Source: an optimization exercise on an open RTL-to-GDS flow (aim: small area). Production flows keep margins and buffers that such runs may drop.
In this exercise RTL edits were held to simulation tests only and were not proved equivalent to the original.
No activity file was given, so power comes from the tool's default toggle rates.

<file path="design.v">
package branch_predict_ctrl_pkg;
  localparam logic [1:0] CTR_ALLOC = 2'b10;
endpackage
module sat_ctr2 (
  input  logic [1:0] cur,
  input  logic       up,
  output logic [1:0] nxt
);
  assign nxt[1] = up ? (cur[1] | cur[0]) : (cur[1] & cur[0]);
  assign nxt[0] = up ? (cur[1] | ~cur[0]) : (cur[1] & ~cur[0]);
endmodule
module bpc_aoi222 (
  input  logic a0, b0, a1, b1, a2, b2,
  output logic y
);
  assign y = ~((a0 & b0) | (a1 & b1) | (a2 & b2));
endmodule
module bpc_nand2 (
  input  logic a, b,
  output logic y
);
  assign y = ~(a & b);
endmodule
module bpc_nand6 (
  input  logic [5:0] a,
  output logic       y
);
  assign y = ~(&a);
endmodule
module bpc_sel16 (
  input  logic [15:0] s,
  input  logic [15:0] d,
  output logic        y
);
  logic [5:0] n;
  bpc_aoi222 u0 (.a0(s[0]),  .b0(d[0]),  .a1(s[1]),  .b1(d[1]),  .a2(s[2]),  .b2(d[2]),  .y(n[0]));
  bpc_aoi222 u1 (.a0(s[3]),  .b0(d[3]),  .a1(s[4]),  .b1(d[4]),  .a2(s[5]),  .b2(d[5]),  .y(n[1]));
  bpc_aoi222 u2 (.a0(s[6]),  .b0(d[6]),  .a1(s[7]),  .b1(d[7]),  .a2(s[8]),  .b2(d[8]),  .y(n[2]));
  bpc_aoi222 u3 (.a0(s[9]),  .b0(d[9]),  .a1(s[10]), .b1(d[10]), .a2(s[11]), .b2(d[11]), .y(n[3]));
  bpc_aoi222 u4 (.a0(s[12]), .b0(d[12]), .a1(s[13]), .b1(d[13]), .a2(s[14]), .b2(d[14]), .y(n[4]));
  bpc_nand2  u5 (.a(s[15]), .b(d[15]), .y(n[5]));
  bpc_nand6  u6 (.a(n), .y(y));
endmodule
module bpc_ha (
  input  logic a, b,
  output logic s, c
);
  assign {c, s} = a + b;
endmodule
module bpc_inc #(
  parameter int unsigned W = 16
) (
  input  logic [W-1:0] a,
  input  logic         ci,
  output logic [W-1:0] y
);
  logic [W:0] c;
  assign c[0] = ci;
  logic unused_c;
  assign unused_c = c[W];
  for (genvar i = 0; i < W; i++) begin : g_bit
    bpc_ha u_ha (.a(a[i]), .b(c[i]), .s(y[i]), .c(c[i+1]));
  end
endmodule
module bpc_mux2 (
  input  logic a0, a1, s, sn,
  output logic y
);
  assign y = (a1 & s) | (a0 & sn);
endmodule
module bpc_eq #(
  parameter int unsigned W = 26
) (
  input  logic [W-1:0] a, b,
  output logic         y
);
  assign y = (a == b);
endmodule
module bpc_ne #(
  parameter int unsigned W = 32
) (
  input  logic [W-1:0] a, b,
  output logic         y
);
  assign y = (a != b);
endmodule
module branch_predict_ctrl #(
  parameter int unsigned IDX_BITS = 4,
  parameter int unsigned CNT_W    = 16
) (
  input  logic             clk,
  input  logic             rst_n,
  input  logic [31:0]      if_pc,
  output logic             pred_taken,
  output logic [31:0]      pred_target,
  input  logic             ex_branch,
  input  logic             ex_stall,
  input  logic [31:0]      ex_pc,
  input  logic             ex_taken,
  input  logic [31:0]      ex_target,
  input  logic             ex_pred_taken,
  input  logic [31:0]      ex_pred_target,
  output logic             redirect,
  output logic [31:0]      redirect_pc,
  output logic             flush_if_id,
  output logic             flush_id_ex,
  output logic [CNT_W-1:0] branch_count,
  output logic [CNT_W-1:0] mispredict_count
);
  localparam int unsigned ENTRIES = 1 << IDX_BITS;
  localparam int unsigned TAG_W   = 30 - IDX_BITS;
  localparam int unsigned IF_W    = 1 + TAG_W + 32 + 1;
  localparam int unsigned EX_W    = 1 + TAG_W + 2;
  logic [ENTRIES-1:0] btb_valid;
  logic [TAG_W-1:0]   btb_tag    [ENTRIES];
  logic [31:0]        btb_target [ENTRIES];
  logic [1:0]         btb_ctr    [ENTRIES];
  logic [IDX_BITS-1:0] if_idx, ex_idx;
  logic [TAG_W-1:0]    if_tag, ex_tag;
  logic                if_hit, ex_hit;
  logic                resolve, mispredict;
  logic                wr_entry, wr_ctr;
  logic [1:0]          ctr_inc, ctr_next;
  assign if_idx = if_pc[IDX_BITS+1:2];
  assign if_tag = if_pc[31:IDX_BITS+2];
  assign ex_idx = ex_pc[IDX_BITS+1:2];
  assign ex_tag = ex_pc[31:IDX_BITS+2];
  logic [ENTRIES-1:0] if_sel, ex_sel;
  logic [IF_W-1:0]    if_row [ENTRIES];
  logic [EX_W-1:0]    ex_row [ENTRIES];
  logic [IF_W-1:0]    if_rd;
  logic [EX_W-1:0]    ex_rd;
  always_comb begin
    for (int unsigned i = 0; i < ENTRIES; i++) begin
      if_sel[i] = (if_idx == IDX_BITS'(i));
      ex_sel[i] = (ex_idx == IDX_BITS'(i));
      if_row[i] = {btb_ctr[i][1], btb_target[i], btb_tag[i], btb_valid[i]};
      ex_row[i] = {btb_ctr[i], btb_tag[i], btb_valid[i]};
    end
  end
  for (genvar b = 0; b < IF_W; b++) begin : g_if_rd
    logic [ENTRIES-1:0] col;
    for (genvar i = 0; i < ENTRIES; i++) begin : g_col
      assign col[i] = if_row[i][b];
    end
    bpc_sel16 u_sel (.s(if_sel), .d(col), .y(if_rd[b]));
  end
  for (genvar b = 0; b < EX_W; b++) begin : g_ex_rd
    logic [ENTRIES-1:0] col;
    for (genvar i = 0; i < ENTRIES; i++) begin : g_col
      assign col[i] = ex_row[i][b];
    end
    bpc_sel16 u_sel (.s(ex_sel), .d(col), .y(ex_rd[b]));
  end
  logic        if_tag_eq, ex_tag_eq, tgt_ne;
  logic [29:0] if_pc_inc, ex_pc_inc;
  bpc_eq #(.W(TAG_W)) u_if_eq (.a(if_rd[TAG_W:1]), .b(if_tag), .y(if_tag_eq));
  bpc_eq #(.W(TAG_W)) u_ex_eq (.a(ex_rd[TAG_W:1]), .b(ex_tag), .y(ex_tag_eq));
  bpc_ne #(.W(32))    u_ne    (.a(ex_pred_target), .b(ex_target), .y(tgt_ne));
  bpc_inc #(.W(30))   u_if_inc (.a(if_pc[31:2]), .ci(1'b1), .y(if_pc_inc));
  bpc_inc #(.W(30))   u_ex_inc (.a(ex_pc[31:2]), .ci(1'b1), .y(ex_pc_inc));
  logic if_miss, ex_not_taken;
  assign if_hit      = if_rd[0] && if_tag_eq;
  assign if_miss     = !if_hit;
  assign ex_not_taken = !ex_taken;
  assign pred_taken  = if_hit && if_rd[IF_W-1];
  assign ex_hit     = ex_rd[0] && ex_tag_eq;
  assign resolve    = ex_branch && !ex_stall;
  assign mispredict = resolve &&
                      ((ex_taken != ex_pred_taken) || (ex_taken && tgt_ne));
  assign redirect    = rst_n && mispredict;
  assign flush_if_id = redirect;
  assign flush_id_ex = redirect;
  for (genvar b = 0; b < 32; b++) begin : g_out_mux
    if (b < 2) begin : g_lo
      bpc_mux2 u_pt (.a0(if_pc[b]), .a1(if_rd[TAG_W+1+b]), .s(if_hit), .sn(if_miss), .y(pred_target[b]));
      bpc_mux2 u_rp (.a0(ex_pc[b]), .a1(ex_target[b]), .s(ex_taken), .sn(ex_not_taken), .y(redirect_pc[b]));
    end else begin : g_hi
      bpc_mux2 u_pt (.a0(if_pc_inc[b-2]), .a1(if_rd[TAG_W+1+b]), .s(if_hit), .sn(if_miss), .y(pred_target[b]));
      bpc_mux2 u_rp (.a0(ex_pc_inc[b-2]), .a1(ex_target[b]), .s(ex_taken), .sn(ex_not_taken), .y(redirect_pc[b]));
    end
  end
  sat_ctr2 u_sat_ctr2 (
    .cur (ex_rd[EX_W-1:TAG_W+1]),
    .up  (ex_taken),
    .nxt (ctr_inc)
  );
  assign wr_entry = resolve && ex_taken;
  assign wr_ctr   = resolve && (ex_hit || ex_taken);
  assign ctr_next = ex_hit ? ctr_inc : branch_predict_ctrl_pkg::CTR_ALLOC;
  always_ff @(posedge clk) begin
    for (int unsigned i = 0; i < ENTRIES; i++) begin
      if (wr_entry && ex_sel[i]) begin
        btb_tag[i]    <= ex_tag;
        btb_target[i] <= ex_target;
      end
      if (wr_ctr && ex_sel[i]) begin
        btb_ctr[i] <= ctr_next;
      end
    end
  end
  always_ff @(posedge clk or negedge rst_n) begin
    if (!rst_n) begin
      btb_valid <= '0;
    end else if (wr_entry) begin
      btb_valid[ex_idx] <= 1'b1;
    end
  end
  logic [CNT_W-1:0] branch_count_nxt, mispredict_count_nxt;
  bpc_inc #(.W(CNT_W)) u_bc_inc (.a(branch_count), .ci(resolve), .y(branch_count_nxt));
  bpc_inc #(.W(CNT_W)) u_mc_inc (.a(mispredict_count), .ci(mispredict), .y(mispredict_count_nxt));
  always_ff @(posedge clk or negedge rst_n) begin
    if (!rst_n) begin
      branch_count     <= '0;
      mispredict_count <= '0;
    end else begin
      branch_count     <= branch_count_nxt;
      mispredict_count <= mispredict_count_nxt;
    end
  end
endmodule
</file>
<file path="run.sh">
#!/bin/bash
# synth_recipe.tcl (not shown) runs the flow's synth.tcl, then flattens the netlist and writes it again
# the make line also repeats each setting of config.mk as NAME=value (left out here)
make -C /OpenROAD-flow-scripts/flow DESIGN_CONFIG=/design/flow/config.mk WORK_HOME=/design/flow/orfs CLKGATE_MAP_FILE= SYNTH_SCRIPT=/design/flow/synth_recipe.tcl finish
</file>
<file path="config.mk">
export PLATFORM = sky130hd
export DESIGN_NAME = branch_predict_ctrl
export DESIGN_NICKNAME = branch_predict_ctrl
export VERILOG_FILES = /design/flow/design.v
export SDC_FILE = /design/flow/constraint.sdc
export NUM_CORES = 4
export LEC_CHECK = 0
export CAP_MARGIN = 20
export CORE_MARGIN = 2
export CORE_UTILIZATION = 60
export CTS_BUF_LIST = sky130_fd_sc_hd__clkbuf_4 sky130_fd_sc_hd__clkbuf_8
export SLEW_MARGIN = 20
export SYNTH_HIERARCHICAL = 1
export SYNTH_MINIMUM_KEEP_SIZE = 0
</file>
<file path="constraint.sdc">
create_clock -name core_clock -period 10.0 [get_ports {clk}]
set_input_delay 2.0000 -clock core_clock [delete_from_list [all_inputs] [get_ports {clk}]]
set_output_delay 2.0000 -clock core_clock [all_outputs]
set_load 0.01 [all_outputs]
</file>
==> results_dict.tcl, run 1 <==
set metrics [dict create \
    initial_utilization 0.604 \
    post_synth_num_cell_types 40 \
    rows 94 \
    drive_gt1_frac 0.163 \
    htreeDepth 4 \
    worst-setup-path-type "in2out" \
    grt_overflow 0 \
    max_freq_mhz 101 \
    nets 2891 \
    clk_latency_ns 0.82 \
    post-place-ws_ns -1.18 \
    drv_slew 0 \
    ys_warn_count 12 \
    drt_iter0_drc 5607 \
    antenna_left 0 \
    post_cts_buffers 0 \
    timing.rr.start "btb_tag[9][19]$_DFFE_PP_" \
    cp-start-kind "input pin" \
    r2r-end "btb_ctr[8][1]$_DFFE_PP_" \
    layout_setup_ws_ns 0.109 \
    powerDensity_nw_per_um2 184 \
    mostFrequentLayoutCells "960 x edfxtp_1, 445 x a222oi_1, 221 x clkdlybuf4s50_1" \
    grt_usage 0.395 \
    dp_hpwl_um 77700 \
    ys_seq_area_frac 0.758 \
    core-area_sq_um 65500 \
    cts_tree "built" \
    mostFrequentLayoutCell "edfxtp_1" \
    cpMostUsedCell "ha_2" \
    synthTopCellsByArea "edfxtp_1 73%, a222oi_1 11%, ha_1 3.1%" \
    yosysTopAreaCellShare 0.728 \
    worstPathArrival_ns 7.89 \
    status "timing/DRC/antenna clean" \
    fin_crit_sh 0.989 \
    num_io_pins 234 \
    hold_class "reg2reg" \
    power_leakage_nw 15.5 \
    syn_inst 2151 \
    die-area_sq_um 68100 \
    cp_max_fo 2 \
    die-width_um 261 \
    reg2regPathDepth 10 \
    grt_pass1_wl_um 188000 \
    grt_max_degree 50 \
    maxCapViolCount 0 \
    synth_flop_cell "edfxtp_1" \
    critPathMaxStageDelay_ns 0.27 \
    area_growth_pct 19.7 \
    routed_wirelength_um 134000 \
    crit_end "redirect_pc[31]" \
    wire_per_inst_um 36.8 \
    worstPathRequired_ns 8.00 \
    cts_made_buffers 158 \
    final.min_clock_period_ns 9.89 \
    remaining_drc_errors 0 \
    root_buffer "clkbuf_8" \
    setup_tns_ns 0 \
    vias 27600 \
    ys_ff_latch 1008 \
    synth.cell_area_sq_um 39600 \
    r2r_slack_ns 6.36 \
    path_clk_slew_ns 0.05 \
    grt_pass1_vias 27200 \
    tightest_slew_ns 1.13 \
    fin_worst_skew_ns 0.0410 \
    synth_top_cell_by_area "edfxtp_1" \
    end_kind "output port" \
    avgViaCountPerCell 7.57 \
    relSlewSlack 0.245 \
    cts.sinks 1008 \
    port_buffers 233 \
    gp_congestion 0.854 \
    drt_pass1_iterations 11 \
    critPathLaunch "ex_pc[2]" \
    fp.dieH_um 261 \
    synthArstFlopShare 0.0476 \
    clockBufferDepth 3 \
    antenna_found_initial 3 \
    ir_drop_mv 0.161 \
    finalHoldViolCount 0 \
    cts_hold_buf 0 \
    avgSynthCellArea_sq_um 18.4 \
    synth_edf_count 960 \
    critPathSlowestCell "ha_1" \
    finalSetupViolations 0 \
]
cell families after synthesis:
logic type / count (synthesis) / synth area share
other: 1 / 0.0000947
adders and majority gates: 101 / 0.0319
AOI/OAI and AO/OA: 538 / 0.133
DFF: 1008 / 0.758
and+or+nand+nor: 387 / 0.0548
buffers and inverters: 32 / 0.00344
xor gates and xnor gates: 84 / 0.0186
power breakdown:
part	switching (mW)	leakage [nW]	total, mW	internal (mW)
sequential	0.0345	9.30	4.72	4.68
clock	1.58	1.55	3.30	1.72
combinational	0.412	4.65	0.694	0.282
cell type report:
class | instances | area, sq um
Sequential cell | 1008 | 30000
Clock buffer | 215 | 2620
Fill cell | 4156 | 18100
Multi-Input combinational cell | 1112 | 9990
Clock inverter | 64 | 319
Antenna cell | 4 | 10.0
Timing Repair Buffer | 354 | 3240
Tap cell | 864 | 1080
Inverter | 24 | 90.1
per-layer routing:
layer	part of all wire	global-route usage
met5	0.000097	0
met3	0.15	0.100
met4	0.060	0.221
met2	0.45	0.593
met1	0.34	0.532
modules after synthesis (local to each module, per instance), excerpt:
module / cells inside / flip-flops and latches / copies in the design / cell area, sq um
bpc_nand2: 1 / 0 / 89 / 3.75
bpc_aoi222: 1 / 0 / 445 / 10.0
sat_ctr2: 3 / 0 / 1 / 26.3
bpc_mux2: 1 / 0 / 64 / 8.76
bpc_nand6: 2 / 0 / 89 / 13.8
bpc_ha: 1 / 0 / 92 / 12.5
branch_predict_ctrl: 1167 / 1008 / 1 / 30900
state kept, by name, indices dropped and copies added, names as in the netlist:
register          count
btb_target          512
btb_tag             416
btb_ctr              32
branch_count         16
btb_valid            16
mispredict_count     16
worst max-delay path: cells and delay by family:
kind / cells / cell delay, ns
AO/OA/AOI/OAI: 1 / 0.20
buffers and inverters: 2 / 0.39
adder cells (fa/ha/maj): 30 / 5.30
through the flow:
stage | hold slack (ns) | utilization | instance area, sq um | power, mW | cells
floorplan | 0.450 | - | 39600 | 5.07 | 2152
global placement | 0.484 | 0.674 | 44100 | 5.46 | 3362
detailed placement | 0.493 | 0.674 | 44100 | 5.47 | 3362
CTS | 0.504 | 0.721 | 47200 | 8.71 | 3641
global route | 0.522 | 0.723 | 47400 | 8.93 | 3643
finish | 0.499 | 0.723 | 47400 | 8.71 | 3645
what timing repair did:
action / in CTS / in global routing
pin swaps: 2 / 2
endpoints found under the setup margin: 12 / 5
gates cloned: 0 / 0
resized for setup: 61 / 23
worst min-delay path by stage:
stage / startpoint / end / slack, ns / cells past startpoint
after floorplan: btb_valid[0]$_DFFE_PN0N_ / btb_valid[0]$_DFFE_PN0N_ / 0.45 / 2
after global placement: btb_valid[6]$_DFFE_PN0N_ / btb_valid[6]$_DFFE_PN0N_ / 0.48 / 1
after detailed placement: branch_count[14]$_DFF_PN0_ / branch_count[14]$_DFF_PN0_ / 0.49 / 1
after CTS: branch_count[14]$_DFF_PN0_ / branch_count[14]$_DFF_PN0_ / 0.50 / 1
after global routing: mispredict_count[15]$_DFF_PN0_ / mispredict_count[15]$_DFF_PN0_ / 0.52 / 1
final: branch_count[14]$_DFF_PN0_ / branch_count[14]$_DFF_PN0_ / 0.50 / 1
cells in the mapped netlist (2+ instances only):
| master | n |
|---|---|
| o21bai_1 | 8 |
| buf_2 | 4 |
| buf_4 | 3 |
| xor2_1 | 32 |
| nor4_1 | 11 |
| nor2_1 | 42 |
| o31ai_1 | 7 |
| and2_1 | 2 |
| nand2b_1 | 5 |
| and4_1 | 89 |
| nor3_1 | 6 |
| maj3_2 | 2 |
| inv_1 | 24 |
| ha_1 | 99 |
| dfrtp_1 | 48 |
| xnor2_1 | 52 |
| a222oi_1 | 445 |
| nor2b_1 | 3 |
| a22o_1 | 64 |
| edfxtp_1 | 960 |
| nand3_1 | 97 |
| nand2_1 | 109 |
| nor4_2 | 2 |
| and3b_1 | 2 |
| nand4_1 | 12 |
| and3_1 | 2 |
| a31oi_1 | 7 |
| nand3b_1 | 2 |
==> inputs of run 2 (changes only) <==
==> flow/run.sh (new file) <==
#!/bin/bash
# Standard layout with two changes: ports are buffered with the smallest
# buffer, and clock tree synthesis uses small clock buffers and inserts no
# dummy loads.
set -uo pipefail
export BUFFER_PORTS_ARGS="-buffer_cell sky130_fd_sc_hd__buf_1"
export CTS_ARGS="-sink_clustering_enable -repair_clock_nets -dont_use_dummy_load -buf_list {sky130_fd_sc_hd__clkbuf_4 sky130_fd_sc_hd__clkbuf_8}"
bash standard.sh finish > standard.log 2>&1
status=$?
exit $status
==> standard.sh (new file) <==
#!/bin/bash
# synth_recipe.tcl (not shown) runs the flow's synth.tcl, then flattens the netlist and writes it again
# the make line also repeats each setting of config.mk as NAME=value (left out here)
make -C /OpenROAD-flow-scripts/flow DESIGN_CONFIG=/design/flow/config.mk WORK_HOME=/design/flow/orfs CLKGATE_MAP_FILE= SYNTH_SCRIPT=/design/flow/synth_recipe.tcl "${@:-finish}"
--- a/config.mk
+++ b/config.mk
@@ -9,5 +9,4 @@
 export CORE_MARGIN = 2
 export CORE_UTILIZATION = 60
-export CTS_BUF_LIST = sky130_fd_sc_hd__clkbuf_4 sky130_fd_sc_hd__clkbuf_8
 export SLEW_MARGIN = 20
 export SYNTH_HIERARCHICAL = 1
removed: run.sh
==> run 2 against run 1 <==
Clock skew increased by 0.017 ns. Combinational power decreased by 12%. Die area unchanged.
==> results_dict.tcl, run 2 <==
set metrics [dict create \
    power_leakage_nw 14.6 \
    finalHoldViolCount 0 \
    fp.dieH_um 261 \
    rows 94 \
    nets 2899 \
    core-area_sq_um 65500 \
    fin_crit_sh 0.986 \
    area_growth_pct 14.4 \
    critPathMaxStageDelay_ns 0.27 \
    ys_seq_area_frac 0.758 \
    synthTopCellsByArea "edfxtp_1 73%, a222oi_1 11%, ha_1 3.1%" \
    cp_max_fo 2 \
    synth_edf_count 960 \
    largest_reg_flops 512 \
    worstPathArrival_ns 7.86 \
    syn_inst 2151 \
    synth_common_cells "960 x edfxtp_1, 445 x a222oi_1, 109 x nand2_1" \
    port_buffers 233 \
    drt_iter0_drc 6050 \
    post_cts_buffers 0 \
    root_buffer "clkbuf_8" \
    drt_pass1_iterations 13 \
    synthArstFlopShare 0.0476 \
    finalSetupViolations 0 \
    avgSynthCellArea_sq_um 18.4 \
    hold_ws_ns 0.505 \
    die-area_sq_um 68100 \
    path_clk_slew_ns 0.05 \
    drv_slew 0 \
    dp.cells 3369 \
    maxCapViolCount 0 \
    status "timing/DRC/antenna clean" \
    grt_pass1_wl_um 187000 \
    ir_drop_mv 0.127 \
    end_kind "output port" \
    grt_pass1_vias 26400 \
    grt_overflow 0 \
    cts_hold_buf 0 \
    worstPathRequired_ns 8.00 \
    antenna_left 0 \
    cp-start-kind "input pin" \
    ys_ff_latch 1008 \
    setup_tns_ns 0 \
    fin_worst_skew_ns 0.0582 \
    fill_cells 4347 \
    gp_congestion 0.885 \
    utilization 0.691 \
    grt_usage 0.397 \
    hold_class "reg2reg" \
    clk_latency_ns 0.79 \
    top_regs "btb_target x512, btb_tag x416, btb_ctr x32" \
    tightest_slew_ns 1.19 \
    mostFrequentLayoutCells "960 x edfxtp_1, 445 x a222oi_1, 229 x buf_1" \
    multiInputGateArea_sq_um 9840 \
    synth_flop_cell "edfxtp_1" \
    synth.most_common_cell "edfxtp_1" \
    max_freq_mhz 101 \
    powerDensity_nw_per_um2 179 \
    htreeDepth 4 \
    final.min_clock_period_ns 9.86 \
    synth_top_cell_by_area "edfxtp_1" \
    cts_made_buffers 158 \
    num_io_pins 234 \
    drive_gt1_frac 0.137 \
    mostFrequentLayoutCell "edfxtp_1" \
    fin_cells 3535 \
    antenna_found_initial 11 \
    initial_utilization 0.604 \
    remaining_drc_errors 0 \
    dp_hpwl_um 80700 \
    routed_wirelength_um 135000 \
    post_synth_num_cell_types 40 \
    critPathSlowestCell "ha_1" \
    cts.sinks 1008 \
    avgViaCountPerCell 7.69 \
    register_area_sq_um 30000 \
    grt_max_degree 50 \
    synth.cell_area_sq_um 39600 \
    yosysTopAreaCellShare 0.728 \
    cts_tree "built" \
    cpMostUsedCell "ha_2" \
    top_register "btb_target" \
    ys_warn_count 12 \
    vias 27200 \
    worst-setup-path-type "in2out" \
    relSlewSlack 0.207 \
    totalPowerFinal_mw 8.12 \
    wire_per_inst_um 38.1 \
    die-width_um 261 \
    clockBufferDepth 3 \
]
run 2: final cells by class:
class / count / share of cell area
Multi-Input combinational cell: 1112 / 0.217
Sequential cell: 1008 / 0.663
Antenna cell: 7 / 0.000387
Clock buffer: 158 / 0.0480
Tap cell: 864 / 0.0239
Timing Repair Buffer: 362 / 0.0450
Inverter: 24 / 0.00199
run 2: timing repair:
action,in CTS,in global routing
pin swaps,0,1
gates resized for setup,23,22
endpoints found under the setup margin,5,4
run 2: report_power, final:
part	switching, mW	total [mW]	internal (mW)
Combinational	0.414	0.612	0.198
Sequential	0.0327	4.72	4.69
Clock	1.40	2.79	1.39
Total	1.85	8.12	6.27
run 2: per-layer routing:
layer,vias to the layer above,GRT usage,share of wire,routed length [um]
li1,10900,-,-,-
met1,13400,0.524,0.34,46300
met2,2456,0.599,0.45,61100
met3,433,0.116,0.15,20000
met4,8,0.216,0.055,7350
met5,-,0,0.00040,54
run 2: modules after synthesis, one instance, submodules excluded, excerpt:
module,cell area (sq um),cells
bpc_nand2,3.75,1
sat_ctr2,26.3,3
bpc_nand6,13.8,2
bpc_aoi222,10.0,1
bpc_ha,12.5,1
branch_predict_ctrl,30900,1167
bpc_mux2,8.76,1
run 2: cell families (layout without fill, tap and decap cells):
group,Yosys count,count (layout),share of synthesized area
DFF,1008,1008,0.758
AOI/OAI and AO/OA,538,538,0.133
and+or+nand+nor,387,387,0.0548
adders and majority gates,101,101,0.0319
xor gates and xnor gates,84,84,0.0186
buffers and inverters,32,544,0.00344
other,1,9,0.0000947
run 2: worst max-delay path, delay by kind of cell:
kind / cells / cell delay, ns
compound gates: 1 / 0.19
fa+ha+maj: 30 / 5.44
buf+inv: 2 / 0.23
run 2: metrics by stage:
| stage | setup slack (ns) | cell area [sq um] |
|---|---|---|
| 2_1_floorplan | 0.0701 | 39600 |
| 3_3_place_gp | -0.288 | 42700 |
| 3_5_place_dp | -0.396 | 42900 |
| 4_1_cts | 0.0227 | 45200 |
| 5_1_grt | -0.0132 | 45300 |
| 6_report | 0.143 | 45300 |
run 2: final timing paths:
check | from | end | slack [ns] | depth (start not counted)
hold reg to reg | mispredict_count[5]$_DFF_PN0_ | mispredict_count[5]$_DFF_PN0_ | 0.50 | 1
setup reg to reg | btb_tag[9][19]$_DFFE_PP_ | btb_ctr[8][1]$_DFFE_PP_ | 5.99 | 10
setup / recovery | ex_pc[2] | redirect_pc[31] | 0.14 | 33
max in group asynchronous | rst_n | btb_valid[10]$_DFFE_PN0N_ | 8.24 | 2
hold / removal | mispredict_count[5]$_DFF_PN0_ | mispredict_count[5]$_DFF_PN0_ | 0.50 | 1
min in group asynchronous | rst_n | branch_count[0]$_DFF_PN0_ | 1.32 | 2
==> inputs of run 3 (changes only) <==
--- a/design.v
+++ b/design.v
@@ -49,5 +49,6 @@
 endmodule
 module bpc_inc #(
-  parameter int unsigned W = 16
+  parameter int unsigned W = 16,
+  parameter int unsigned G = 16
 ) (
   input  logic [W-1:0] a,
@@ -55,11 +56,24 @@
   output logic [W-1:0] y
 );
-  logic [W:0] c;
-  assign c[0] = ci;
-  logic unused_c;
-  assign unused_c = c[W];
-  for (genvar i = 0; i < W; i++) begin : g_bit
-    bpc_ha u_ha (.a(a[i]), .b(c[i]), .s(y[i]), .c(c[i+1]));
-  end
+  localparam int unsigned NG = (W + G - 1) / G;
+  logic [NG:0]   gc;
+  logic [NG-1:0] gp;
+  logic [W:0]    c;
+  assign gc[0] = ci;
+  for (genvar g = 0; g < NG; g++) begin : g_grp
+    localparam int unsigned LO = g * G;
+    localparam int unsigned HI = (LO + G < W) ? LO + G - 1 : W - 1;
+    assign gp[g]   = &a[HI:LO];
+    assign gc[g+1] = gc[g] & gp[g];
+    assign c[LO]   = gc[g];
+    for (genvar i = LO; i <= HI; i++) begin : g_bit
+      logic co;
+      bpc_ha u_ha (.a(a[i]), .b(c[i]), .s(y[i]), .c(co));
+      if (i < HI) begin : g_c
+        assign c[i+1] = co;
+      end
+    end
+  end
+  assign c[W] = gc[NG];
 endmodule
 module bpc_mux2 (
@@ -158,6 +172,6 @@
   bpc_eq #(.W(TAG_W)) u_ex_eq (.a(ex_rd[TAG_W:1]), .b(ex_tag), .y(ex_tag_eq));
   bpc_ne #(.W(32))    u_ne    (.a(ex_pred_target), .b(ex_target), .y(tgt_ne));
-  bpc_inc #(.W(30))   u_if_inc (.a(if_pc[31:2]), .ci(1'b1), .y(if_pc_inc));
-  bpc_inc #(.W(30))   u_ex_inc (.a(ex_pc[31:2]), .ci(1'b1), .y(ex_pc_inc));
+  bpc_inc #(.W(30), .G(5)) u_if_inc (.a(if_pc[31:2]), .ci(1'b1), .y(if_pc_inc));
+  bpc_inc #(.W(30), .G(5)) u_ex_inc (.a(ex_pc[31:2]), .ci(1'b1), .y(ex_pc_inc));
   logic if_miss, ex_not_taken;
   assign if_hit      = if_rd[0] && if_tag_eq;
==> flow/run.sh (replaced) <==
#!/bin/bash
# Standard layout (the standard.sh, unchanged synthesis) with two
# changes: ports are buffered with the smallest buffer, and clock tree
# synthesis builds the tree from clkbuf_8 cells over clusters of at most
# 16 sinks and inserts no dummy loads.
set -uo pipefail
export BUFFER_PORTS_ARGS="-buffer_cell sky130_fd_sc_hd__buf_1"
export CTS_ARGS="-sink_clustering_enable -repair_clock_nets -dont_use_dummy_load -buf_list {sky130_fd_sc_hd__clkbuf_8} -sink_clustering_size 16 -sink_clustering_max_diameter 60"
bash standard.sh finish > standard.log 2>&1
==> run 3 against run 2 <==
Die area rose by 0.49%. Final cell count down 1.8%. Fmax up 1.6%. Wire length down 0.96%. Synthesized area is 0.50% higher. First-iteration DRC count up 0.78%. Hold slack better by 0.0056 ns. Critical endpoint is now pred_target[0]. Highest routed layer unchanged.
==> results_dict.tcl, run 3 <==
set metrics [dict create \
    mostFrequentLayoutCell "edfxtp_1" \
    cp_max_fo 33 \
    worstPathRequired_ns 8.00 \
    post_cts_buffers 0 \
    synthTopCellsByArea "edfxtp_1 72%, a222oi_1 11%, ha_1 3.1%" \
    fp.dieH_um 262 \
    end_kind "output port" \
    rsz0062_at_grt "no" \
    register_area_sq_um 30000 \
    fin_worst_skew_ns 0.0526 \
    antenna_found_initial 4 \
    grt_max_degree 59 \
    syn_inst 2183 \
    drv_slew 0 \
    initial_utilization 0.605 \
    critPathSlowestCell "nor3_4" \
    clockBufferDepth 3 \
    mostFrequentLayoutCells "960 x edfxtp_1, 445 x a222oi_1, 231 x buf_1" \
    antenna_left 0 \
    finalHoldViolCount 0 \
    powerDensity_nw_per_um2 165 \
    drt_pass1_iterations 13 \
    gp_congestion 0.886 \
    tightest_slew_ns 1.19 \
    final.min_clock_period_ns 9.70 \
    critPathMaxStageDelay_ns 0.85 \
    drive_gt1_frac 0.0915 \
    synth_common_cells "960 x edfxtp_1, 445 x a222oi_1, 111 x nand2_1" \
    top_register "btb_target" \
    relSlewSlack 0.204 \
    cp-start-kind "input pin" \
    grt_overflow 0 \
    wire_per_inst_um 38.5 \
    nets 2836 \
    worst-setup-path-type "in2out" \
    max_freq_mhz 103 \
    dp_hpwl_um 82100 \
    die-area_sq_um 68400 \
    synth.cell_area_sq_um 39800 \
    core-area_sq_um 65700 \
    cts_hold_buf 0 \
    cts_tree "built" \
    synth_edf_count 960 \
    synthArstFlopShare 0.0476 \
    ys_warn_count 12 \
    fill_cells 4456 \
    routed_wirelength_um 134000 \
    dp.cells 3388 \
    maxCapViolCount 0 \
    post_synth_num_cell_types 41 \
    path_clk_slew_ns 0.08 \
    die-width_um 262 \
    cts.sinks 1008 \
    top_regs "btb_target x512, btb_tag x416, btb_ctr x32" \
    avgSynthCellArea_sq_um 18.2 \
    port_buffers 233 \
    status "timing/DRC/antenna clean" \
    root_buffer "clkbuf_8" \
    vias 27200 \
    grt_pass1_vias 26000 \
    synth_top_cell_by_area "edfxtp_1" \
    synth.most_common_cell "edfxtp_1" \
    clk_latency_ns 0.72 \
    grt_pass1_wl_um 185000 \
    drt_iter0_drc 6097 \
    worstPathArrival_ns 7.70 \
    largest_reg_flops 512 \
    r2r_slack_ns 5.54 \
    reg2regPathDepth 10 \
    multiInputGateArea_sq_um 9870 \
    remaining_drc_errors 0 \
    power_leakage_nw 14.0 \
    post_cts_resized 0 \
    area_growth_pct 10.5 \
    finalSetupViolations 0 \
    ys_seq_area_frac 0.755 \
    rows 94 \
    synth_flop_cell "edfxtp_1" \
    htreeDepth 3 \
    yosysTopAreaCellShare 0.725 \
    num_io_pins 234 \
    fin_cells 3470 \
    hold_class "reg2reg" \
    avgViaCountPerCell 7.84 \
    grt_usage 0.388 \
    cts_made_buffers 76 \
    fin_crit_sh 0.970 \
    min_path_cells 2 \
    cpMostUsedCell "buf_4" \
    cp_cell_sequence "buf_1, nand2b_1, nor3_4, buf_4, a222oi_1, and4_1, nand3_1, xor2_1, nor4_1, nand3_1, nor4_2, nand2_2, buf_4, inv_1, buf_4, a22o_1, buf_1" \
    ys_ff_latch 1008 \
    setup_tns_ns 0 \
    ir_drop_mv 0.134 \
]
[run 3: cell count changes in the layout (fill, tap and decap cells not counted), moves of 4 or more]
cell      delta
and3_1       +6
buf_16       -6
buf_4        -9
clkbuf_8    -82
ha_1        +34
ha_2        -26
ha_4         -8
inv_1        +4
nand3_1      +6
nor2_1       +4
[run 3: report_power, final]
group / switching (mW) / internal (mW) / total, mW
logic: 0.415 / 0.194 / 0.609
clock network: 1.25 / 0.684 / 1.93
registers: 0.0361 / 4.67 / 4.71
total: 1.70 / 5.55 / 7.25
[run 3: layer usage]
metal	vias to the layer above	global-route usage	share of wire
met5	-	0	0.00020
met4	4	0.172	0.051
met3	426	0.102	0.15
met2	2446	0.596	0.46
met1	13600	0.529	0.35
li1	10800	-	-
[run 3: final timing paths]
path / from / end
worst max-delay path: if_pc[5] / pred_target[0]
worst min-delay path: btb_valid[0]$_DFFE_PN0N_ / btb_valid[0]$_DFFE_PN0N_
worst max register to register: btb_tag[6][1]$_DFFE_PP_ / btb_ctr[3][0]$_DFFE_PP_
worst min register to register: btb_valid[0]$_DFFE_PN0N_ / btb_valid[0]$_DFFE_PN0N_
max in group asynchronous: rst_n / btb_valid[0]$_DFFE_PN0N_
min in group asynchronous: rst_n / mispredict_count[11]$_DFF_PN0_
[run 3: cells by family (layout without fill, tap and decap cells)]
| logic type | after synthesis | count (layout) | share of synthesized area |
|---|---|---|---|
| xor+xnor | 84 | 84 | 0.0185 |
| fa+ha+maj | 101 | 101 | 0.0317 |
| compound gates | 538 | 538 | 0.132 |
| buf+inv | 36 | 451 | 0.00380 |
| simple gates | 415 | 415 | 0.0591 |
| flops | 1008 | 1008 | 0.755 |
| other cells | 1 | 9 | 0.0000942 |
[run 3: through the flow]
step	instance area [sq um]	power, mW	utilization	setup slack [ns]	hold WS (ns)
global route	43900	7.43	0.668	0.368	0.533
finish	43900	7.25	0.668	0.298	0.510
floorplan	39800	5.07	-	0.0701	0.450
detailed placement	42900	5.40	0.652	0.475	0.476
CTS	43900	7.25	0.668	0.462	0.498
global placement	42800	5.39	0.651	0.660	0.474
[run 3: final cells by class]
type	instances	share of cell area
sequential	1008	0.683
inverter	28	0.00239
antenna	5	0.000285
timing repair buffer	347	0.0410
tap	864	0.0246
multi-input combinational	1142	0.225
clock buffer	76	0.0238
[run 3: worst max-delay path: cells and delay by family]
family,cells,cell delay [ns]
buf+inv,6,1.98
compound gates,2,0.41
simple gates,8,3.17
xor+xnor,1,0.09
[run 3: modules after synthesis, one instance, submodules excluded, a selection]
| module | cells inside | flops+latches | times used | cell area (sq um) |
|---|---|---|---|---|
| bpc_aoi222 | 1 | 0 | 445 | 10.0 |
| bpc_ha | 1 | 0 | 92 | 12.5 |
| bpc_mux2 | 1 | 0 | 64 | 8.76 |
| bpc_nand2 | 1 | 0 | 89 | 3.75 |
| bpc_nand6 | 2 | 0 | 89 | 13.8 |
| branch_predict_ctrl | 1167 | 1008 | 1 | 30900 |
| sat_ctr2 | 3 | 0 | 1 | 26.3 |
==> inputs of run 4 (changes only) <==
--- a/design.v
+++ b/design.v
@@ -98,4 +98,10 @@
 );
   assign y = (a != b);
+endmodule
+module bpc_hold (
+  input  logic d, en, q, enn,
+  output logic y
+);
+  assign y = (d & en) | (q & enn);
 endmodule
 module branch_predict_ctrl #(
@@ -203,13 +209,30 @@
   assign wr_ctr   = resolve && (ex_hit || ex_taken);
   assign ctr_next = ex_hit ? ctr_inc : branch_predict_ctrl_pkg::CTR_ALLOC;
+  logic [ENTRIES-1:0] we_e, we_en, we_c, we_cn;
+  logic [TAG_W-1:0]   tag_nxt [ENTRIES];
+  logic [1:0]         ctr_nxt [ENTRIES];
+  for (genvar i = 0; i < ENTRIES; i++) begin : g_entry
+    assign we_e[i]  = wr_entry && ex_sel[i];
+    assign we_en[i] = !we_e[i];
+    assign we_c[i]  = wr_ctr && ex_sel[i];
+    assign we_cn[i] = !we_c[i];
+    for (genvar b = 0; b < TAG_W; b++) begin : g_tag
+      bpc_hold u_h (.d(ex_tag[b]), .en(we_e[i]), .q(btb_tag[i][b]), .enn(we_en[i]), .y(tag_nxt[i][b]));
+    end
+    for (genvar b = 0; b < 2; b++) begin : g_ctr
+      bpc_hold u_h (.d(ctr_next[b]), .en(we_c[i]), .q(btb_ctr[i][b]), .enn(we_cn[i]), .y(ctr_nxt[i][b]));
+    end
+  end
   always_ff @(posedge clk) begin
     for (int unsigned i = 0; i < ENTRIES; i++) begin
-      if (wr_entry && ex_sel[i]) begin
-        btb_tag[i]    <= ex_tag;
+      if (we_e[i]) begin
         btb_target[i] <= ex_target;
       end
-      if (wr_ctr && ex_sel[i]) begin
-        btb_ctr[i] <= ctr_next;
-      end
+    end
+  end
+  always_ff @(posedge clk) begin
+    for (int unsigned i = 0; i < ENTRIES; i++) begin
+      btb_tag[i]    <= tag_nxt[i];
+      btb_ctr[i]    <= ctr_nxt[i];
     end
   end
==> run 4 against run 3 <==
Setup slack gained 0.34 ns. Register-to-register slack improved by 0.14 ns. Sequential power up 4%. Sequential share of layout area shrank 9.6 points. Die area shrank 1.2%. Wire length increased by 13%. Combinational power is 42% higher. Largest cell class unchanged. Clock-buffer cell count shrank 1. Critical endpoint is now pred_target[27]. Global-route usage grew 5.3 points. First-iteration DRC count grew 28%. Final cell count up 14%.
==> results_dict.tcl, run 4 <==
set metrics [dict create \
    ys_ff_latch 1008 \
    ir_drop_mv 0.125 \
    critPathTopFamily "simple AND/OR/NAND/NOR gates" \
    ys_seq_area_frac 0.650 \
    drv_slew 0 \
    grt_max_degree 59 \
    grt_pass1_vias 31200 \
    finalInstanceArea_sq_um 43500 \
    drt_iter0_drc 7798 \
    post-place-ws_ns 0.858 \
    gp_congestion 0.950 \
    synth_top_cell_by_area "edfxtp_1" \
    relSlewSlack 0.181 \
    cp_cell_sequence "buf_1, nand2b_1, nor3_4, a222oi_1, and4_1, nand3_1, xor2_1, nor4_1, nand3_1, nor4_2, nand2_2, inv_1, buf_4, a22o_1, buf_1" \
    finalHoldViolCount 0 \
    top_regs "btb_target x512, btb_tag x416, btb_ctr x32" \
    cts.sinks 1008 \
    die-width_um 260 \
    drt_pass1_iterations 13 \
    utilization 0.674 \
    cts_tree "built" \
    fill_cells 4655 \
    cp_max_fo 13 \
    synth_xor_area_frac 0.0198 \
    htreeDepth 3 \
    largest_reg_flops 512 \
    cts_hold_buf 0 \
    critPathSlowestCell "nor3_4" \
    setup_tns_ns 0 \
    p_int_mw 5.68 \
    power_leakage_nw 15.5 \
    root_buffer "clkbuf_8" \
    status "timing/DRC/antenna clean" \
    post_cts_resized 0 \
    port_buffers 233 \
    synth_fa_ha_area_frac 0.0311 \
    syn_inst 2654 \
    multiInputGateArea_sq_um 13700 \
    path_clk_slew_ns 0.09 \
    mostFrequentLayoutCells "512 x a22o_1, 512 x edfxtp_1, 448 x dfxtp_1" \
    register_area_sq_um 25500 \
    tightest_slew_ns 1.23 \
    vias 32200 \
    synthTopCellsByArea "edfxtp_1 39%, dfxtp_1 23%, a22o_1 11%" \
    fp.dieH_um 260 \
    cp-start-kind "input pin" \
    layout_setup_ws_ns 0.633 \
    routed_wirelength_um 150000 \
    antenna_left 0 \
    avgSynthCellArea_sq_um 14.8 \
    avgViaCountPerCell 8.15 \
    rsz0062_at_grt "no" \
    remaining_drc_errors 0 \
    synth_common_cells "512 x a22o_1, 512 x edfxtp_1, 448 x dfxtp_1" \
    synthMuxAreaShare 0 \
    worst-setup-path-type "in2out" \
    hold_class "reg2reg" \
    drive_gt1_frac 0.0883 \
    clkPwrFrac 0.252 \
    yosysTopAreaCellShare 0.391 \
    place_area_sq_um 42500 \
    grt_pass1_wl_um 215000 \
    grt_overflow 0 \
    worstPathArrival_ns 7.37 \
    num_io_pins 234 \
    synth_compound_area_frac 0.231 \
    powerDensity_nw_per_um2 177 \
    rows 93 \
    fin_worst_skew_ns 0.0433 \
    wire_per_inst_um 38.1 \
    dp_hpwl_um 90200 \
    synthArstFlopShare 0.0476 \
    max_freq_mhz 107 \
    p_seq_frac 0.636 \
    final.min_clock_period_ns 9.37 \
    end_kind "output port" \
    synth_flop_cell "edfxtp_1" \
    maxCapViolCount 0 \
    p_sw_frac 0.261 \
    post_synth_num_cell_types 40 \
    grt_usage 0.441 \
    synth_simple_gate_area_frac 0.0620 \
    finalSetupViolations 0 \
    area_growth_pct 10.7 \
    cts_made_buffers 75 \
    synth_top_family_by_area "compound AO/OA/AOI/OAI gates" \
    post_cts_buffers 0 \
    nets 3325 \
    fin_crit_sh 0.937 \
    core-area_sq_um 64600 \
    synth_edf_count 512 \
    p_switching_mw 2.00 \
    clk_latency_ns 0.72 \
    die-area_sq_um 67600 \
    ys_warn_count 19 \
    crit_buf_inv 4 \
    antenna_found_initial 7 \
    initial_utilization 0.609 \
    synth.cell_area_sq_um 39300 \
    critPathMaxStageDelay_ns 0.89 \
    clockBufferDepth 3 \
    top_register "btb_target" \
    worstPathRequired_ns 8.00 \
    combPwrFrac 0.112 \
]
run 4: cell count changes after synthesis, moves of 8 or more:
cell	before	now
a22o_1	64	512
a31o_2	0	8
dfxtp_1	0	448
edfxtp_1	960	512
inv_1	28	41
nand3_1	103	123
nor2_1	46	33
o21bai_1	8	0
run 4: final timing paths:
path | cells after the start | start | endpoint | slack, ns
setup / recovery | 15 | if_pc[5] | pred_target[27] | 0.63
hold / removal | 1 | btb_ctr[12][0]$_DFF_P_ | btb_ctr[12][0]$_DFF_P_ | 0.48
setup reg to reg | 11 | btb_tag[9][3]$_DFF_P_ | btb_ctr[1][1]$_DFF_P_ | 5.68
hold reg to reg | 1 | btb_ctr[12][0]$_DFF_P_ | btb_ctr[12][0]$_DFF_P_ | 0.48
max in group asynchronous | 2 | rst_n | btb_valid[13]$_DFFE_PN0N_ | 8.15
min in group asynchronous | 2 | rst_n | mispredict_count[13]$_DFF_PN0_ | 1.38
run 4: cell type report:
class,count,share of cell area
diodes,3,0.000173
clock buffers,75,0.0237
inverters,41,0.00400
multi-input cells,1594,0.315
flip-flops and latches,1008,0.587
well taps,855,0.0246
repair buffers,375,0.0458
run 4: Yosys stat by module, one instance, submodules excluded, a selection:
module               copies in the design  flops+latches  area [sq um]  cells
bpc_aoi222                            445              0          10.0      1
bpc_ha                                 92              0          12.5      1
bpc_hold                              448              0          8.76      1
bpc_mux2                               64              0          8.76      1
bpc_nand2                              89              0          3.75      1
bpc_nand6                              89              0          13.8      2
branch_predict_ctrl                     1           1008         26500   1190
sat_ctr2                                1              0          26.3      3
run 4: metrics by stage:
step	std cells	hold WS, ns	total power [mW]
6_report	3951	0.484	7.68
5_1_grt	3949	0.494	7.89
4_1_cts	3948	0.482	7.63
3_5_place_dp	3873	0.455	5.79
3_3_place_gp	3873	0.456	5.76
2_1_floorplan	2657	0.441	5.36
run 4: metal layers:
metal  up-vias  GRT usage  part of all wire
met4         2      0.243             0.070
met2      3272      0.641              0.42
met1     15500      0.588              0.34
met5         -          0          0.000060
met3       739      0.142              0.17
li1      12700          -                 -
run 4: logic make-up after synthesis:
kind of cell,Yosys count
AOI/OAI and AO/OA,975
xor gates and xnor gates,87
adders and majority gates,98
buffers and inverters,55
DFF,1008
other,1
and+or+nand+nor,430
run 4: power groups by stage:
| stage | logic (mW) | registers [mW] | clock network [mW] |
|---|---|---|---|
| 2_1_floorplan | 0.473 | 4.89 | 0 |
| 3_5_place_dp | 0.832 | 4.95 | 0 |
| 4_1_cts | 0.834 | 4.87 | 1.93 |
| 6_report | 0.862 | 4.88 | 1.94 |
| 5_1_grt | 0.903 | 4.91 | 2.08 |
| 3_3_place_gp | 0.807 | 4.95 | 0 |
==> inputs of run 5 (changes only) <==
--- a/design.v
+++ b/design.v
@@ -211,4 +211,5 @@
   logic [ENTRIES-1:0] we_e, we_en, we_c, we_cn;
   logic [TAG_W-1:0]   tag_nxt [ENTRIES];
+  logic [31:0]        tgt_nxt [ENTRIES];
   logic [1:0]         ctr_nxt [ENTRIES];
   for (genvar i = 0; i < ENTRIES; i++) begin : g_entry
@@ -220,13 +221,9 @@
       bpc_hold u_h (.d(ex_tag[b]), .en(we_e[i]), .q(btb_tag[i][b]), .enn(we_en[i]), .y(tag_nxt[i][b]));
     end
+    for (genvar b = 0; b < 32; b++) begin : g_tgt
+      bpc_hold u_h (.d(ex_target[b]), .en(we_e[i]), .q(btb_target[i][b]), .enn(we_en[i]), .y(tgt_nxt[i][b]));
+    end
     for (genvar b = 0; b < 2; b++) begin : g_ctr
       bpc_hold u_h (.d(ctr_next[b]), .en(we_c[i]), .q(btb_ctr[i][b]), .enn(we_cn[i]), .y(ctr_nxt[i][b]));
-    end
-  end
-  always_ff @(posedge clk) begin
-    for (int unsigned i = 0; i < ENTRIES; i++) begin
-      if (we_e[i]) begin
-        btb_target[i] <= ex_target;
-      end
     end
   end
@@ -234,4 +231,5 @@
     for (int unsigned i = 0; i < ENTRIES; i++) begin
       btb_tag[i]    <= tag_nxt[i];
+      btb_target[i] <= tgt_nxt[i];
       btb_ctr[i]    <= ctr_nxt[i];
     end
==> run 5 against run 4 <==
Core utilization is essentially flat. Die area shrank 1.6%. Via count grew 17%. Synthesized cell count grew 19%. Global-route usage grew 4.2 points. Register-to-register slack gained 0.20 ns. Final cell count grew 14%. Final area shrank 0.70%. Wire length grew 11%. Power grew 5.9%. Combinational power grew 33%. Sequential cell count is the same. Critical path type unchanged. Largest power group unchanged. Highest routed layer unchanged.
==> results_dict.tcl, run 5 <==
set metrics [dict create \
    max_freq_mhz 104 \
    wire_per_inst_um 37.1 \
    dp_hpwl_um 101000 \
    power_leakage_nw 17.4 \
    synthArstFlopShare 0.0476 \
    yosysTopAreaCellShare 0.497 \
    nets 3859 \
    path_clk_slew_ns 0.09 \
    ys_warn_count 20 \
    p_sw_frac 0.284 \
    finalSetupViolations 0 \
    ys_seq_area_frac 0.528 \
    multiInputGateArea_sq_um 18300 \
    register_area_sq_um 20400 \
    avgSynthCellArea_sq_um 12.2 \
    dp.cells 4405 \
    relSlewSlack 0.225 \
    critPathSlowestCell "nor3_4" \
    grt_pass1_vias 35900 \
    grt_pass1_wl_um 242000 \
    drv_slew 0 \
    maxCapViolCount 0 \
    cp-start-kind "input pin" \
    fin_cells 4492 \
    p_int_mw 5.83 \
    cts_tree "built" \
    finalHoldViolCount 0 \
    cts_hold_buf 0 \
    post_cts_buffers 0 \
    ir_drop_mv 0.139 \
    synth_edf_count 0 \
    synth_top_cell_by_area "dfxtp_1" \
    num_io_pins 234 \
    critPathMaxStageDelay_ns 0.77 \
    die-area_sq_um 66500 \
    critPathTopFamily "simple AND/OR/NAND/NOR gates" \
    clkPwrFrac 0.243 \
    worst-setup-path-type "in2out" \
    fp.dieH_um 258 \
    cpMostUsedCell "buf_4" \
    final.min_clock_period_ns 9.60 \
    grt_overflow 0 \
    status "timing/DRC/antenna clean" \
    port_buffers 233 \
    post_cts_resized 0 \
    setup_tns_ns 0 \
    syn_inst 3166 \
    p_seq_frac 0.616 \
    top_regs "btb_target x512, btb_tag x416, btb_ctr x32" \
    die-width_um 258 \
    routed_wirelength_um 167000 \
    antenna_found_initial 9 \
    cp_cell_sequence "buf_1, nand2b_1, nor3_4, buf_4, buf_4, a222oi_1, and4_1, nand3_1, xor2_1, nor4_1, nand3_1, nor4_2, nand2_2, inv_1, buf_4, a22o_1, buf_1" \
    combPwrFrac 0.142 \
    drt_pass1_iterations 22 \
    initial_utilization 0.603 \
    cts.sinks 1008 \
    synth_common_cells "1024 x a22o_1, 960 x dfxtp_1, 445 x a222oi_1" \
    clockBufferDepth 3 \
    vias 37700 \
    ys_ff_latch 1008 \
    hold_class "reg2reg" \
    synthTopCellsByArea "dfxtp_1 50%, a22o_1 23%, a222oi_1 12%" \
    gp_congestion 0.986 \
    synth.most_common_cell "a22o_1" \
    area_growth_pct 11.7 \
    antenna_left 0 \
    tightest_slew_ns 1.16 \
    fin_crit_sh 0.960 \
    clk_latency_ns 0.75 \
    powerDensity_nw_per_um2 188 \
    end_kind "output port" \
    remaining_drc_errors 0 \
    drt_iter0_drc 8941 \
    p_switching_mw 2.31 \
    grt_max_degree 60 \
    synth.cell_area_sq_um 38700 \
    cp_max_fo 14 \
    drive_gt1_frac 0.0857 \
    rows 93 \
    post_synth_num_cell_types 39 \
    fill_cells 4913 \
    largest_reg_flops 512 \
    fin_worst_skew_ns 0.0532 \
    worstPathRequired_ns 8.00 \
    worstPathArrival_ns 7.60 \
    avgViaCountPerCell 8.40 \
    root_buffer "clkbuf_8" \
    mostFrequentLayoutCells "1024 x a22o_1, 960 x dfxtp_1, 445 x a222oi_1" \
    crit_buf_inv 6 \
    mostFrequentLayoutCell "a22o_1" \
    top_register "btb_target" \
    rsz0062_at_grt "no" \
    cts_made_buffers 75 \
    synth_flop_cell "dfxtp_1" \
    htreeDepth 3 \
    grt_usage 0.483 \
    core-area_sq_um 64100 \
    hold_ws_ns 0.481 \
]
-- run 5: final cells by class --
type / instances / share of cell area
multi-input cells: 2106 / 0.424
well taps: 855 / 0.0248
diodes: 10 / 0.000579
repair buffers: 397 / 0.0500
inverters: 41 / 0.00356
flip-flops and latches: 1008 / 0.473
clock buffers: 75 / 0.0239
-- run 5: logic make-up after synthesis --
kind of cell,synth area share
xor gates and xnor gates,0.0201
buffers and inverters,0.00602
adders and majority gates,0.0316
AOI/OAI and AO/OA,0.351
other,0.0000970
and+or+nand+nor,0.0631
DFF,0.528
-- run 5: final timing paths --
kind | cells after the start | endpoint | slack [ns] | from
max reg2reg | 11 | btb_ctr[6][0]$_DFF_P_ | 5.88 | btb_tag[6][1]$_DFF_P_
max in group asynchronous | 2 | btb_valid[5]$_DFFE_PN0N_ | 8.20 | rst_n
min in group asynchronous | 2 | branch_count[0]$_DFF_PN0_ | 1.37 | rst_n
max | 17 | pred_target[30] | 0.40 | if_pc[5]
min | 1 | btb_target[6][20]$_DFF_P_ | 0.48 | btb_target[6][20]$_DFF_P_
min reg2reg | 1 | btb_target[6][20]$_DFF_P_ | 0.48 | btb_target[6][20]$_DFF_P_
-- run 5: power groups by stage --
stage | logic, mW | registers [mW] | clock network, mW
after global placement | 1.06 | 5.04 | 0
after CTS | 1.11 | 4.97 | 1.95
final | 1.15 | 5.01 | 1.97
after detailed placement | 1.11 | 5.05 | 0
after global routing | 1.21 | 5.05 | 2.09
after floorplan | 0.699 | 4.93 | 0
-- run 5: metal layers --
layer  GRT usage  wire length, um  vias up
met1       0.625            58600    18100
li1            -                -    14800
met5           0               16        -
met4       0.313            13500        2
met2       0.690            67700     3908
met3       0.162            27100      962
-- run 5: worst reg2reg max path: stages, from the launching register on --
cell and delay, ns:
dfxtp_1 0.35, a222oi_1 0.34, and4_1 0.29, nand3_1 0.11
xor2_1 0.19, nor4_1 0.61, nand3_1 0.43, nor4_2 0.54
a21oi_1 0.17, nand2b_1 0.54, nor2_1 0.31, a22o_1 0.17
-- run 5: modules after synthesis, one instance, submodules excluded, excerpt --
module | flip-flops and latches | cells
bpc_aoi222 | 0 | 1
bpc_ha | 0 | 1
bpc_hold | 0 | 1
bpc_mux2 | 0 | 1
bpc_nand2 | 0 | 1
bpc_nand6 | 0 | 2
branch_predict_ctrl | 1008 | 1190
sat_ctr2 | 0 | 3
-- run 5: per-stage QoR --
stage,worst slack [ns],power (mW),instance area [sq um],util
floorplan,0.0701,5.63,38700,-
global placement,0.969,6.11,42100,0.657
detailed placement,0.768,6.16,42100,0.657
CTS,0.767,8.04,43100,0.673
global route,0.383,8.35,43200,0.674
finish,0.402,8.13,43200,0.674
==> inputs of run 6 (changes only) <==
--- a/config.mk
+++ b/config.mk
@@ -6,8 +6,8 @@
 export NUM_CORES = 4
 export LEC_CHECK = 0
-export CAP_MARGIN = 20
+export CAP_MARGIN = 10
 export CORE_MARGIN = 2
 export CORE_UTILIZATION = 60
-export SLEW_MARGIN = 20
+export SLEW_MARGIN = 10
 export SYNTH_HIERARCHICAL = 1
 export SYNTH_MINIMUM_KEEP_SIZE = 0
==> run 6 against run 5 <==
Clock power about the same. Core utilization decreased by 0.070 points. Final area decreased by 0.10%. Sequential cell count unchanged. Combinational power about the same. Fmax decreased by 0.69%. Wire length about the same. Clock skew decreased by 0.0058 ns. Global-route usage unchanged. Setup slack got worse by 0.066 ns. Synthesized area unchanged. Register-to-register slack improved by 0.04 ns.
==> results_dict.tcl, run 6 <==
set metrics [dict create \
    status "timing/DRC/antenna clean" \
    hold_ws_ns 0.479 \
    ys_seq_area_frac 0.528 \
    cts_tree "built" \
    clk_latency_ns 0.74 \
    finalHoldViolCount 0 \
    worstPathArrival_ns 7.66 \
    drive_gt1_frac 0.0852 \
    p_seq_frac 0.616 \
    p_int_mw 5.83 \
    remaining_drc_errors 0 \
    fp.dieH_um 258 \
    drt_iter0_drc 9275 \
    mostFrequentLayoutCell "a22o_1" \
    port_buffers 233 \
    grt_usage 0.483 \
    grt_pass1_vias 35900 \
    dp.cells 4405 \
    top_register "btb_target" \
    setup_tns_ns 0 \
    path_clk_slew_ns 0.09 \
    crit_end "pred_target[30]" \
    reg2regPathDepth 11 \
    dp_hpwl_um 101000 \
    cp-start-kind "input pin" \
    synth.cell_area_sq_um 38700 \
    crit_cells 17 \
    antenna_left 0 \
    root_buffer "clkbuf_8" \
    end_kind "output port" \
    worst-setup-path-type "in2out" \
    post_synth_num_cell_types 39 \
    cp_max_fo 14 \
    r2r_slack_ns 5.92 \
    grt_overflow 0 \
    top_regs "btb_target x512, btb_tag x416, btb_ctr x32" \
    finalSetupViolations 0 \
    nets 3857 \
    cpMostUsedCell "buf_4" \
    yosysTopAreaCellShare 0.497 \
    combPwrFrac 0.142 \
    rsz0062_at_grt "no" \
    worstPathRequired_ns 8.00 \
    timing.rr.start "btb_tag[6][1]$_DFF_P_" \
    synth_top_cell_by_area "dfxtp_1" \
    avgSynthCellArea_sq_um 12.2 \
    critPathLaunch "if_pc[5]" \
    grt_pass1_wl_um 242000 \
    rows 93 \
    fin_crit_sh 0.966 \
    tightest_slew_ns 1.32 \
    maxCapViolCount 0 \
    gp_congestion 0.986 \
    ys_warn_count 20 \
    die-width_um 258 \
    drv_slew 0 \
    r2r-end "btb_ctr[5][1]$_DFF_P_" \
    ir_drop_mv 0.139 \
    cts.sinks 1008 \
    num_io_pins 234 \
    cts_made_buffers 75 \
    drt_pass1_iterations 17 \
    synth.most_common_cell "a22o_1" \
    crit_buf_inv 6 \
    synth_flop_cell "dfxtp_1" \
    grt_max_degree 60 \
    critPathMaxStageDelay_ns 0.77 \
    utilization 0.673 \
    final.min_clock_period_ns 9.66 \
    vias 37600 \
    fin_cells 4489 \
    mostFrequentLayoutCells "1024 x a22o_1, 960 x dfxtp_1, 445 x a222oi_1" \
    avgViaCountPerCell 8.38 \
    max_freq_mhz 103 \
    wire_per_inst_um 37.2 \
    antenna_found_initial 10 \
    synthArstFlopShare 0.0476 \
    post_cts_buffers 0 \
    post_cts_resized 0 \
    synth_edf_count 0 \
    fin_worst_skew_ns 0.0473 \
    largest_reg_flops 512 \
    p_sw_frac 0.283 \
    initial_utilization 0.603 \
    powerDensity_nw_per_um2 188 \
    power_leakage_nw 17.3 \
    ys_ff_latch 1008 \
    hold_class "reg2reg" \
    syn_inst 3166 \
    critPathSlowestCell "nor3_4" \
    critPathTopFamily "simple AND/OR/NAND/NOR gates" \
    clockBufferDepth 3 \
    core-area_sq_um 64100 \
    relSlewSlack 0.119 \
    synth_common_cells "1024 x a22o_1, 960 x dfxtp_1, 445 x a222oi_1" \
    area_growth_pct 11.6 \
    htreeDepth 3 \
    p_switching_mw 2.30 \
    synthTopCellsByArea "dfxtp_1 50%, a22o_1 23%, a222oi_1 12%" \
    clkPwrFrac 0.242 \
    die-area_sq_um 66500 \
    cts_hold_buf 0 \
    cp_cell_sequence "buf_1, nand2b_1, nor3_4, buf_4, buf_4, a222oi_1, and4_1, nand3_1, xor2_1, nor4_1, nand3_1, nor4_2, nand2_2, inv_1, buf_4, a22o_1, buf_1" \
    totalPowerFinal_mw 8.13 \
    routed_wirelength_um 167000 \
]
[run 6: worst min path at each step]
stage | to | cells past startpoint | from | slack, ns
finish | btb_target[0][7]$_DFF_P_ | 1 | btb_target[0][7]$_DFF_P_ | 0.48
global route | btb_target[7][4]$_DFF_P_ | 1 | btb_target[7][4]$_DFF_P_ | 0.49
CTS | btb_target[9][30]$_DFF_P_ | 1 | btb_target[9][30]$_DFF_P_ | 0.48
detailed placement | btb_target[11][14]$_DFF_P_ | 1 | btb_target[11][14]$_DFF_P_ | 0.45
global placement | btb_target[0][20]$_DFF_P_ | 1 | btb_target[0][20]$_DFF_P_ | 0.45
floorplan | btb_target[0][0]$_DFF_P_ | 1 | btb_target[0][0]$_DFF_P_ | 0.44
[run 6: logic make-up after synthesis]
kind of cell | count (synthesis) | share of synthesized area
AO/OA/AOI/OAI | 1487 | 0.351
flip-flops | 1008 | 0.528
AND/OR/NAND/NOR | 430 | 0.0631
adder cells (fa/ha/maj) | 98 | 0.0316
XOR/XNOR | 87 | 0.0201
buffers and inverters | 55 | 0.00602
other | 1 | 0.0000970
[run 6: power groups by stage]
| stage | combinational, mW | clock, mW | sequential, mW |
|---|---|---|---|
| finish | 1.15 | 1.97 | 5.01 |
| detailed placement | 1.11 | 0 | 5.05 |
| global route | 1.21 | 2.09 | 5.05 |
| floorplan | 0.699 | 0 | 4.93 |
| CTS | 1.11 | 1.95 | 4.97 |
| global placement | 1.06 | 0 | 5.04 |
[run 6: modules after synthesis (local to each module, per instance), a selection]
module	area (sq um)	cells inside	flip-flops and latches	copies in the design
branch_predict_ctrl	21400	1190	1008	1
sat_ctr2	26.3	3	0	1
bpc_nand6	13.8	2	0	89
bpc_aoi222	10.0	1	0	445
bpc_hold	8.76	1	0	960
bpc_mux2	8.76	1	0	64
bpc_nand2	3.75	1	0	89
[run 6: through the flow]
step / setup slack (ns) / cell area [sq um]
floorplan: 0.0701 / 38700
global placement: 0.969 / 42100
detailed placement: 0.768 / 42100
CTS: 0.767 / 43100
global route: 0.383 / 43100
finish: 0.336 / 43200
[run 6: worst register-to-register path: cells and delay by family, from the launching register on]
| kind | cells | cell delay [ns] |
|---|---|---|
| AO/OA/AOI/OAI | 3 | 0.66 |
| XOR/XNOR | 1 | 0.20 |
| flip-flops | 1 | 0.35 |
| AND/OR/NAND/NOR | 7 | 2.79 |
[run 6: layout make-up]
class	instances	area [sq um]
tap	855	1070
fill	4918	21000
clock buffer	75	1030
multi-input combinational	2106	18300
inverter	41	154
sequential	1008	20400
antenna	9	22.5
timing repair buffer	395	2120
[run 6: layer usage]
layer | GRT usage | vias to the layer above | share of wire
met5 | 0 | - | 0.00022
met4 | 0.313 | 6 | 0.079
met3 | 0.162 | 948 | 0.16
met2 | 0.690 | 3847 | 0.41
met1 | 0.625 | 18100 | 0.36
li1 | - | 14800 | -

[afterwards: timing with drivers on the ports]
In the flow no input, the clock included, has a driving cell. The finished layouts below were timed again as built, in two steps. Step 1, drivers: a clkbuf_16 drives clk and a buf_2 each remaining input, both assumed. Step 2 also shifts input and output timing later by t, the mid clock arrival at the registers, as if the neighbouring blocks saw the same clock. a / b / c = ideal ports / drivers / drivers and shift; a / b = the first two.
run | t (ns) | setup WS [ns] | worst slew at a driven data input, ns
run 1 | 0.865 | 0.109 / 0.089 / 0.089 | 0.10
run 2 | 0.840 | 0.143 / 0.122 / 0.122 | 0.13
run 3 | 0.766 | 0.298 / 0.268 / 0.268 | 0.11
run 4 | 0.773 | 0.633 / 0.559 / 0.559 | 0.08
run 5 | 0.802 | 0.402 / 0.368 / 0.368 | 0.11
run 6 | 0.796 | 0.336 / 0.302 / 0.302 | 0.10
After both steps setup and hold are still met in every run listed. The setup slack of run 4, which loses most, moves by -0.074 ns with the drivers and by -0.074 ns with both steps.
